What follows belongs to an exercise in optimizing a design on an open flow for small area, a short achievable clock period and few clock cycles; a production flow would make more cautious choices. The RTL was checked by simulation tests, not by an equivalence proof against the original design. Power figures rest on the tool's default switching activity, not on a simulated workload.

==> flow/design.v (excerpt) <==
module mbuf_adapter_top #(
    parameter int NUM_BANKS  = mbuf_pkg::DEF_NUM_BANKS,
    parameter int BANK_DEPTH = mbuf_pkg::DEF_BANK_DEPTH,
    parameter int DATA_W     = mbuf_pkg::DEF_DATA_W,
    localparam int ADDR_W    = (BANK_DEPTH > 1) ? $clog2(BANK_DEPTH) : 1
) (
    input  logic                acc_clk,
    input  logic                aresetn,
    input  logic [DATA_W-1:0]   s_axis_tdata,
    input  logic                s_axis_tvalid,
    input  logic                s_axis_tlast,
    output logic                s_axis_tready,
    output logic [DATA_W-1:0]   m_axis_tdata,
    output logic                m_axis_tvalid,
    output logic                m_axis_tlast,
    input  logic                m_axis_tready,
    output logic                acc_start_ready,
    input  logic                acc_done,
    input  logic                acc_en,
    input  logic [DATA_W/8-1:0] acc_we,
    input  logic [ADDR_W-1:0]   acc_addr,
    input  logic [DATA_W-1:0]   acc_wdata,
    output logic [DATA_W-1:0]   acc_rdata
);
    localparam int SEL_W = (NUM_BANKS > 1) ? $clog2(NUM_BANKS) : 1;
    localparam int CNT_W = $clog2(NUM_BANKS + 1);
    localparam int BE_W  = DATA_W / 8;
    logic [DATA_W-1:0] mem [NUM_BANKS][BANK_DEPTH];
    logic [ADDR_W-1:0] last_idx [NUM_BANKS];
    logic              s_rdy_q;
    logic              in_mid_q;
    logic [ADDR_W-1:0] wr_cnt;
    logic [SEL_W-1:0]  wr_bank;
  ...
Settings: LEC_CHECK=0, CAP_MARGIN=20, CORE_MARGIN=2, CORE_UTILIZATION=50, CTS_CLUSTER_DIAMETER=80, CTS_CLUSTER_SIZE=24, SETUP_SLACK_MARGIN=2.5, SLEW_MARGIN=20, SYNTH_HIERARCHICAL=1, SYNTH_MINIMUM_KEEP_SIZE=0; clock period 5.0 ns.
standard.sh (not shown) runs the stock make flow with config.mk's settings and CLKGATE_MAP_FILE= SYNTH_SCRIPT=/design/flow/synth_recipe.tcl, a recipe that flattens the netlist after the stock synthesis.
==> flow/flow/run.sh <==
#!/bin/bash
# Standard layout with the port buffers made from plain buffers and the
# resizer free to change a cell's footprint. Every tool's output goes to
# flow_make.log in this folder; ORFS keeps its own per-step logs in orfs/logs.
set -euo pipefail
bash standard.sh \
  MATCH_CELL_FOOTPRINT=0 \
  "BUFFER_PORTS_ARGS=-buffer_cell sky130_fd_sc_hd__buf_4" \
  finish > flow_make.log 2>&1
Testbench counts at the start, summed over its fixed seeds: cycles 3,630.
==> next run, changes <==
--- a/flow/design.v
+++ b/flow/design.v
@@ -245,24 +245,24 @@
                 dr_w_oh  <= {dr_w_oh[BANK_DEPTH-2:0], 1'b0};
             end
         end
     end
     always_ff @(posedge acc_clk) begin
         if (s_take_last) begin
             last_idx[wr_bank] <= wr_cnt;
         end
         if (dr_load) begin
+            for (int y = 0; y < BE_W; y++) begin
+                m_data_q[y*8 +: 8] <= dr_word[y*8 +: 8];
+            end
             m_last_q <= dr_lst_q;
         end
     end
-    always_ff @(posedge acc_clk) begin
-        m_data_q <= dr_word;
-    end
     logic [DATA_W-1:0]     acc_word;
     logic [DATA_W-1:0]     dr_word;
     logic [DATA_W-1:0]     w0_word;
     logic [NUM_BANKS*DATA_W-1:0] bank_words;
     logic [NUM_BANKS*DATA_W-1:0] bank_w0;
     localparam int LO_W = ADDR_W / 2;
     localparam int HI_W = ADDR_W - LO_W;
     logic [BANK_DEPTH-1:0] acc_dec;
     logic [(1<<LO_W)-1:0]  acc_lo;      
@@ -309,23 +309,21 @@
         );
     end
     mbuf_onehot_mux #(.N(NUM_BANKS), .W(DATA_W)) u_acc_rd (
         .sel (acc_b_oh), .din (bank_words), .dout (acc_word)
     );
     logic [DATA_W-1:0] dr_alt;
     for (genvar y = 0; y < BE_W; y++) begin : g_alt
         assign dr_alt[y*8 +: 8] = dr_fwd[y] ? acc_wdata[y*8 +: 8] : w0_word[y*8 +: 8];
     end
-    logic m_hold;
-    assign m_hold = m_v_q && !m_axis_tready;
-    mbuf_onehot_mux #(.N(NUM_BANKS + 2), .W(DATA_W)) u_dr_rd (
-        .sel  ({m_hold, dr_load && !dr_any_q, dr_b_oh & {NUM_BANKS{dr_load && dr_any_q}}}),
-        .din  ({m_data_q, dr_alt, bank_words}),
+    mbuf_onehot_mux #(.N(NUM_BANKS + 1), .W(DATA_W)) u_dr_rd (
+        .sel  ({!dr_any_q, dr_b_oh & {NUM_BANKS{dr_any_q}}}),
+        .din  ({dr_alt, bank_words}),
         .dout (dr_word)
     );
     mbuf_onehot_mux #(.N(NUM_BANKS), .W(DATA_W)) u_w0_rd (
         .sel (acc_b_oh), .din (bank_w0), .dout (w0_word)
     );
     always_ff @(posedge acc_clk) begin
         rdata_q <= acc_word;
     end
     for (genvar b = 0; b < NUM_BANKS; b++) begin : g_bank
Total power came out lower by 2.1%.
Clock skew barely changes.
Routed wire length came out lower by about 11%.
Global-route usage shrinks by 4.0 points.
Cell count rose by 0.91%.
Testbench counts after the change, summed over its fixed seeds: cycles 3,630.

-- static timing again, ports no longer ideal --
The flow's constraints put no driver on any port. The routed layouts listed below were extracted and timed again, unchanged, in two steps. Step 1 (the two cells are an assumption about what drives the block):
set clk [get_ports {acc_clk}]
set_driving_cell -lib_cell sky130_fd_sc_hd__clkbuf_16 $clk
set_driving_cell -lib_cell sky130_fd_sc_hd__buf_2 [delete_from_list [all_inputs] $clk]
Step 2 moves the port delays by t, midway between the first and last clock arrival at a register: inputs arrive t later, outputs are due t later. That takes back most of the time a late clock gives input paths. Three values: no drivers, after step 1, after step 2; two values: the first two.
| run | t (ns) | slack for setup (ns) | worst data-port slew with drivers (ns) |
|---|---|---|---|
| the first run | 0.893 | 2.241 / 2.221 / 1.328 | 0.13 |
| the second run | 0.857 | 2.238 / 2.155 / 1.298 | 0.22 |
After both steps setup and hold are still met in every run listed. For the second run, which loses most, drivers alone change the setup slack by -0.083 ns; drivers and shift together by -0.940 ns.
